What follows belongs to an exercise in optimizing a design on an open flow for small area, a short achievable clock period and few clock cycles per item; a production flow would make more cautious choices.
Only simulation tests tie the RTL to the original design; equivalence was not proved.
No activity file was given, so power comes from the tool's default toggle rates.

==> flow/design.v <==
`timescale 1ns / 1ps
package skit_pkg;
  localparam int unsigned CAPACITY_DEF = 64;
  localparam int unsigned KEY_BYTES    = 5;
  localparam int unsigned KEY_W        = 8 * KEY_BYTES;
  localparam int unsigned REC_W        = 16;
  localparam int unsigned MODE_W       = 2;
  localparam int unsigned KEY_FIELD_W  = 40;
  localparam int unsigned REC_FIELD_W  = 16;
  localparam int unsigned STATUS_W     = 2;
  localparam int unsigned COUNT_W      = 7;
  localparam logic [MODE_W-1:0] MODE_INSERT = 2'd0;
  localparam logic [MODE_W-1:0] MODE_REMOVE = 2'd1;
  localparam logic [MODE_W-1:0] MODE_LOOKUP = 2'd2;
  localparam logic [STATUS_W-1:0] STATUS_OK        = 2'd0;
  localparam logic [STATUS_W-1:0] STATUS_DUPLICATE = 2'd1;
  localparam logic [STATUS_W-1:0] STATUS_NOT_FOUND = 2'd2;
  localparam logic [STATUS_W-1:0] STATUS_FULL      = 2'd3;
  typedef struct packed {
    logic [MODE_W-1:0]      mode;
    logic [KEY_FIELD_W-1:0] key;
    logic [REC_FIELD_W-1:0] record_number;
  } skit_cmd_t;
  typedef struct packed {
    logic [STATUS_W-1:0]    status;
    logic [REC_FIELD_W-1:0] found_record;
    logic [COUNT_W-1:0]     entry_count;
  } skit_res_t;
  typedef struct packed {
    logic [KEY_W-1:0] key;
    logic [REC_W-1:0] rec;
  } skit_entry_t;
  typedef struct packed {
    logic      fin;
    skit_res_t res;
  } skit_fin_t;
  typedef enum logic [2:0] {
    ST_IDLE,
    ST_SEARCH,
    ST_SHIFT_UP,
    ST_SHIFT_DN,
    ST_PLACE
  } skit_state_e;
endpackage
`timescale 1ns / 1ps
module skit_store #(
  parameter int unsigned Depth = skit_pkg::CAPACITY_DEF,
  parameter int unsigned Group = 16,
  parameter int unsigned NPend = 4,
  parameter int unsigned PendW = $clog2(NPend + 1)
) (
  input  logic                         clk_i,
  input  logic                         rst_ni,
  input  logic [skit_pkg::KEY_W-1:0]   key_i,
  input  logic [3:0][skit_pkg::KEY_W-1:0] skey_i,
  input  logic [skit_pkg::REC_W-1:0]   rec_i,
  input  logic                         set_i,     
  input  logic                         clr_i,     
  output logic                         hit_o,
  output logic [skit_pkg::REC_W-1:0]   rec_o,     
  output logic [PendW-1:0]             npend_o    
);
  localparam int unsigned NPort = Depth / Group;
  localparam int unsigned KW    = skit_pkg::KEY_W;
  localparam int unsigned RW    = skit_pkg::REC_W;
  logic [Depth-1:0] rval_q, rval_d, rmatch;
  logic [KW-1:0]    rkey_q [Depth];
  logic [RW-1:0]    rrec_q [Depth];
  logic [NPend-1:0] pval_q, pval_d, pmatch, pfree_oh, pfirst_oh;
  logic [KW-1:0]    pkey_q [NPend];
  logic [RW-1:0]    prec_q [NPend];
  logic [NPort-1:0] hole, port_oh;
  logic             any_hole, pend_any, src_val, to_pend;
  logic [KW-1:0]    src_key;
  logic [RW-1:0]    src_rec;
  always_comb begin
    for (int i = 0; i < Depth; i++) begin
      rmatch[i] = rval_q[i] && (rkey_q[i] == ((i / (Depth / 4)) % 2 == 1 ? ~skey_i[i / (Depth / 4)]
                                                                         : skey_i[i / (Depth / 4)]));
    end
    for (int j = 0; j < NPend; j++) begin
      pmatch[j] = pval_q[j] && (pkey_q[j] == key_i);
    end
    hit_o = |{rmatch, pmatch};
    rec_o = '0;
    for (int i = 0; i < Depth; i++) begin
      rec_o = rec_o | (rrec_q[i] & {RW{rmatch[i]}});
    end
    for (int j = 0; j < NPend; j++) begin
      rec_o = rec_o | (prec_q[j] & {RW{pmatch[j]}});
    end
  end
  always_comb begin
    logic none_below;
    none_below = 1'b1;
    for (int k = 0; k < NPort; k++) begin
      hole[k]    = !rval_q[(k * Group + Depth - 1) % Depth];
      port_oh[k] = none_below && hole[k];
      none_below = none_below && !hole[k];
    end
    any_hole = !none_below;
  end
  always_comb begin
    logic none_below_v, none_below_f;
    none_below_v = 1'b1;
    none_below_f = 1'b1;
    for (int j = 0; j < NPend; j++) begin
      pfirst_oh[j] = none_below_v && pval_q[j];
      none_below_v = none_below_v && !pval_q[j];
      pfree_oh[j]  = none_below_f && !pval_q[j];
      none_below_f = none_below_f && pval_q[j];
    end
    pend_any = !none_below_v;
  end
  always_comb begin
    src_key = key_i;
    src_rec = rec_i;
    src_val = set_i;
    for (int j = 0; j < NPend; j++) begin
      if (pfirst_oh[j]) begin
        src_key = pkey_q[j];
        src_rec = prec_q[j];
        src_val = !(clr_i && pmatch[j]);
      end
    end
    to_pend = set_i && (pend_any || !any_hole);
  end
  always_comb begin
    for (int i = 0; i < Depth; i++) begin
      rval_d[(i + 1) % Depth] = rval_q[i] && !(clr_i && rmatch[i]);
    end
    for (int k = 0; k < NPort; k++) begin
      if (port_oh[k]) rval_d[k * Group] = src_val;
    end
    pval_d = pval_q & ~(pmatch & {NPend{clr_i}});
    if (any_hole) pval_d = pval_d & ~pfirst_oh;
    if (to_pend)  pval_d = pval_d | pfree_oh;
  end
  always_comb begin
    npend_o = '0;
    for (int j = 0; j < NPend; j++) begin
      npend_o = npend_o + PendW'(pval_q[j] && !(any_hole && pfirst_oh[j]));
    end
  end
  always_ff @(posedge clk_i or negedge rst_ni) begin
    if (!rst_ni) begin
      rval_q <= '0;
      pval_q <= '0;
    end else begin
      rval_q <= rval_d;
      pval_q <= pval_d;
    end
  end
  always_ff @(posedge clk_i) begin
    for (int i = 0; i < Depth; i++) begin
      if ((i % Group == 0) && port_oh[i / Group]) begin
        rkey_q[i] <= src_key;
        rrec_q[i] <= src_rec;
      end else begin
        rkey_q[i] <= rkey_q[(i + Depth - 1) % Depth];
        rrec_q[i] <= rrec_q[(i + Depth - 1) % Depth];
      end
    end
    for (int j = 0; j < NPend; j++) begin
      if (pfree_oh[j]) begin
        pkey_q[j] <= key_i;
        prec_q[j] <= rec_i;
      end
    end
  end
endmodule
`timescale 1ns / 1ps
module skit_seq #(
  parameter int unsigned Capacity = skit_pkg::CAPACITY_DEF,
  parameter int unsigned CountW   = $clog2(Capacity + 1)
) (
  input  logic                         clk_i,
  input  logic                         rst_ni,
  input  logic                         cmd_v_i,
  input  logic                         rem_i,     
  input  logic [skit_pkg::MODE_W-1:0]  mode_i,
  input  logic                         hit_i,
  input  logic [skit_pkg::REC_W-1:0]   rec_i,
  output logic                         set_o,
  output logic                         clr_o,
  output logic                         done_o,
  output skit_pkg::skit_res_t          res_o
);
  logic [CountW-1:0]   cnt_q, cnt_d;
  logic                hit, full, is_ins, is_rem, is_lkp;
  skit_pkg::skit_res_t res_d;
  always_comb begin
    hit    = hit_i;
    full   = cnt_q == CountW'(Capacity);
    is_ins = mode_i == skit_pkg::MODE_INSERT;
    is_rem = mode_i == skit_pkg::MODE_REMOVE;
    is_lkp = mode_i[1];
    set_o  = cmd_v_i && is_ins && !hit && !full;
    clr_o  = rem_i;
    cnt_d  = cnt_q;
    if (set_o)          cnt_d = cnt_q + CountW'(1);
    if (clr_o && hit)   cnt_d = cnt_q - CountW'(1);
    if (is_ins) begin
      res_d.status = hit ? skit_pkg::STATUS_DUPLICATE
                   : full ? skit_pkg::STATUS_FULL : skit_pkg::STATUS_OK;
    end else begin
      res_d.status = hit ? skit_pkg::STATUS_OK : skit_pkg::STATUS_NOT_FOUND;
    end
    res_d.found_record = is_lkp ? rec_i : '0;
    res_d.entry_count  = skit_pkg::COUNT_W'(cnt_d);
  end
  always_ff @(posedge clk_i or negedge rst_ni) begin
    if (!rst_ni) begin
      cnt_q  <= '0;
      done_o <= 1'b0;
    end else begin
      cnt_q  <= cnt_d;
      done_o <= cmd_v_i;
    end
  end
  always_ff @(posedge clk_i) begin
    res_o <= res_d;
  end
endmodule
`timescale 1ns / 1ps
module sorted_key_index_table_core #(
  parameter int unsigned Capacity = skit_pkg::CAPACITY_DEF
) (
  input  logic                clk_i,
  input  logic                rst_ni,
  input  logic                start_i,
  input  logic [57:0]         cmd_i,
  output logic                busy_o,
  output logic                done_o,
  output logic [24:0]         res_o
);
  localparam int unsigned NPend = 3;
  localparam int unsigned PendW = $clog2(NPend + 1);
  logic                       cmd_v_q, rem_q;
  skit_pkg::skit_cmd_t        cmd_q;
  logic                       hit;
  logic [skit_pkg::REC_W-1:0] match_rec;
  logic                       set, clr;
  skit_pkg::skit_res_t        res;
  logic [PendW-1:0]           npend;
  logic [PendW+1:0]           nmax;
  logic                       ins_next;
  always_ff @(posedge clk_i or negedge rst_ni) begin
    if (!rst_ni) begin
      cmd_v_q <= 1'b0;
      rem_q   <= 1'b0;
    end else begin
      cmd_v_q <= start_i && !busy_o;
      rem_q   <= start_i && !busy_o && (cmd_i[57:56] == skit_pkg::MODE_REMOVE);
    end
  end
  always_ff @(posedge clk_i) begin
    cmd_q <= cmd_i;
  end
  logic [3:0][skit_pkg::KEY_W-1:0] skey_q;
  always_ff @(posedge clk_i) begin
    skey_q[0] <= cmd_i[55:16];
    skey_q[1] <= ~cmd_i[55:16];
    if (start_i) begin
      skey_q[2] <= cmd_i[55:16];
      skey_q[3] <= ~cmd_i[55:16];
    end
  end
  always_comb begin
    ins_next = start_i && !busy_o && (cmd_i[57:56] == skit_pkg::MODE_INSERT);
    nmax = (PendW + 2)'(npend)
         + (PendW + 2)'(cmd_v_q && (cmd_q.mode == skit_pkg::MODE_INSERT))
         + (PendW + 2)'(ins_next);
  end
  always_ff @(posedge clk_i or negedge rst_ni) begin
    if (!rst_ni) begin
      busy_o <= 1'b0;
    end else begin
      busy_o <= nmax >= (PendW + 2)'(NPend);
    end
  end
  skit_store #(
    .Depth (Capacity),
    .NPend (NPend)
  ) u_store (
    .clk_i   (clk_i),
    .rst_ni  (rst_ni),
    .key_i   (cmd_q.key),
    .skey_i  (skey_q),
    .rec_i   (cmd_q.record_number),
    .set_i   (set),
    .clr_i   (clr),
    .hit_o   (hit),
    .rec_o   (match_rec),
    .npend_o (npend)
  );
  skit_seq #(
    .Capacity (Capacity)
  ) u_seq (
    .clk_i   (clk_i),
    .rst_ni  (rst_ni),
    .cmd_v_i (cmd_v_q),
    .rem_i   (rem_q),
    .mode_i  (cmd_q.mode),
    .hit_i   (hit),
    .rec_i   (match_rec),
    .set_o   (set),
    .clr_o   (clr),
    .done_o  (done_o),
    .res_o   (res)
  );
  assign res_o = res;
endmodule
export LEC_CHECK = 0
export CAP_MARGIN = 20
export CORE_MARGIN = 2
export CORE_UTILIZATION = 60
export CTS_BUF_LIST = sky130_fd_sc_hd__clkbuf_8 sky130_fd_sc_hd__clkbuf_16
export CTS_CLUSTER_DIAMETER = 60
export CTS_CLUSTER_SIZE = 20
export PLACE_DENSITY = 0.72
export SLEW_MARGIN = 20
create_clock -name core_clock -period 9.0 [get_ports {clk_i}]
standard.sh (not shown) runs the stock make flow with config.mk's settings and CLKGATE_MAP_FILE= SYNTH_SCRIPT=/design/flow/synth_recipe.tcl, a recipe that flattens the netlist after the stock synthesis.
==> flow/flow/run.sh <==
#!/bin/bash
set -euo pipefail
cd "$(dirname "$0")/.."
bash standard.sh SETUP_SLACK_MARGIN=5.6 finish > standard_flow.log 2>&1
Testbench counts at the start, summed over its fixed seeds: cycles 3,247, items 3,200.
Rerun with:
--- a/flow/design.v
+++ b/flow/design.v
@@ -174,13 +174,12 @@
   parameter int unsigned Capacity = skit_pkg::CAPACITY_DEF,
   parameter int unsigned CountW   = $clog2(Capacity + 1)
 ) (
   input  logic                         clk_i,
   input  logic                         rst_ni,
   input  logic                         cmd_v_i,
-  input  logic                         rem_i,     
   input  logic [skit_pkg::MODE_W-1:0]  mode_i,
   input  logic                         hit_i,
   input  logic [skit_pkg::REC_W-1:0]   rec_i,
   output logic                         set_o,
   output logic                         clr_o,
   output logic                         done_o,
@@ -193,13 +192,13 @@
     hit    = hit_i;
     full   = cnt_q == CountW'(Capacity);
     is_ins = mode_i == skit_pkg::MODE_INSERT;
     is_rem = mode_i == skit_pkg::MODE_REMOVE;
     is_lkp = mode_i[1];
     set_o  = cmd_v_i && is_ins && !hit && !full;
-    clr_o  = rem_i;
+    clr_o  = cmd_v_i && is_rem;
     cnt_d  = cnt_q;
     if (set_o)          cnt_d = cnt_q + CountW'(1);
     if (clr_o && hit)   cnt_d = cnt_q - CountW'(1);
     if (is_ins) begin
       res_d.status = hit ? skit_pkg::STATUS_DUPLICATE
                    : full ? skit_pkg::STATUS_FULL : skit_pkg::STATUS_OK;
@@ -231,30 +230,28 @@
   input  logic                start_i,
   input  logic [57:0]         cmd_i,
   output logic                busy_o,
   output logic                done_o,
   output logic [24:0]         res_o
 );
-  localparam int unsigned NPend = 3;
+  localparam int unsigned NPend = 4;
   localparam int unsigned PendW = $clog2(NPend + 1);
-  logic                       cmd_v_q, rem_q;
+  logic                       cmd_v_q;
   skit_pkg::skit_cmd_t        cmd_q;
   logic                       hit;
   logic [skit_pkg::REC_W-1:0] match_rec;
   logic                       set, clr;
   skit_pkg::skit_res_t        res;
   logic [PendW-1:0]           npend;
   logic [PendW+1:0]           nmax;
   logic                       ins_next;
   always_ff @(posedge clk_i or negedge rst_ni) begin
     if (!rst_ni) begin
       cmd_v_q <= 1'b0;
-      rem_q   <= 1'b0;
     end else begin
       cmd_v_q <= start_i && !busy_o;
-      rem_q   <= start_i && !busy_o && (cmd_i[57:56] == skit_pkg::MODE_REMOVE);
     end
   end
   always_ff @(posedge clk_i) begin
     cmd_q <= cmd_i;
   end
   logic [3:0][skit_pkg::KEY_W-1:0] skey_q;
@@ -297,13 +294,12 @@
   skit_seq #(
     .Capacity (Capacity)
   ) u_seq (
     .clk_i   (clk_i),
     .rst_ni  (rst_ni),
     .cmd_v_i (cmd_v_q),
-    .rem_i   (rem_q),
     .mode_i  (cmd_q.mode),
     .hit_i   (hit),
     .rec_i   (match_rec),
     .set_o   (set),
     .clr_o   (clr),
     .done_o  (done_o),
Effect:
- first-iteration DRC count rose by 6.7%
- via count is higher by about 0.9%
- hold slack gains 20 ps
- power increases by 0.94%
- sequential cell count goes up by 56
- wire length decreases by about 1.5%
- global-route usage fell by 0.80 points
- count of clock-buffer cells in the layout is higher by 8
- cell area rises by 1.3%
- cell count went up by 0.54%
- sequential share of layout area went up by 0.42 points
- non-clock buffer count is lower by 18
- synthesized cell count climbs by 0.61%
- setup slack is better by 180 ps
Testbench counts after the change, summed over its fixed seeds: cycles 3,219, items 3,200.

==> what the ideal ports hide <==
The results above use ideal ports. As a check the final layouts listed here were re-extracted and re-timed, cells and wires unchanged. Step 1 (the two cells are an assumption about what drives the block):
set clk [get_ports {clk_i}]
set_driving_cell -lib_cell sky130_fd_sc_hd__clkbuf_16 $clk
set_driving_cell -lib_cell sky130_fd_sc_hd__buf_2 [delete_from_list [all_inputs] $clk]
Step 2 moves the port delays by t, midway between the first and last clock arrival at a register: inputs arrive t later, outputs are due t later. That takes back most of the time a late clock gives input paths. a / b / c = no drivers / after step 1 / after step 2; a / b = the first two.
run	t (ns)	setup slack, ns	clock arrival spread, ns	worst slew at a driven data input, ns	cell pins on the clock port's net
the first run	0.993	5.356 / 5.356 / 4.934	0.063 / 0.063	0.06	1
the second run	0.988	5.540 / 5.537 / 5.385	0.052 / 0.051	0.11	1
After both steps setup and hold are still met in every run listed. For the first run, which loses most, drivers alone change the setup slack by 0.000 ns; drivers and shift together by -0.422 ns.
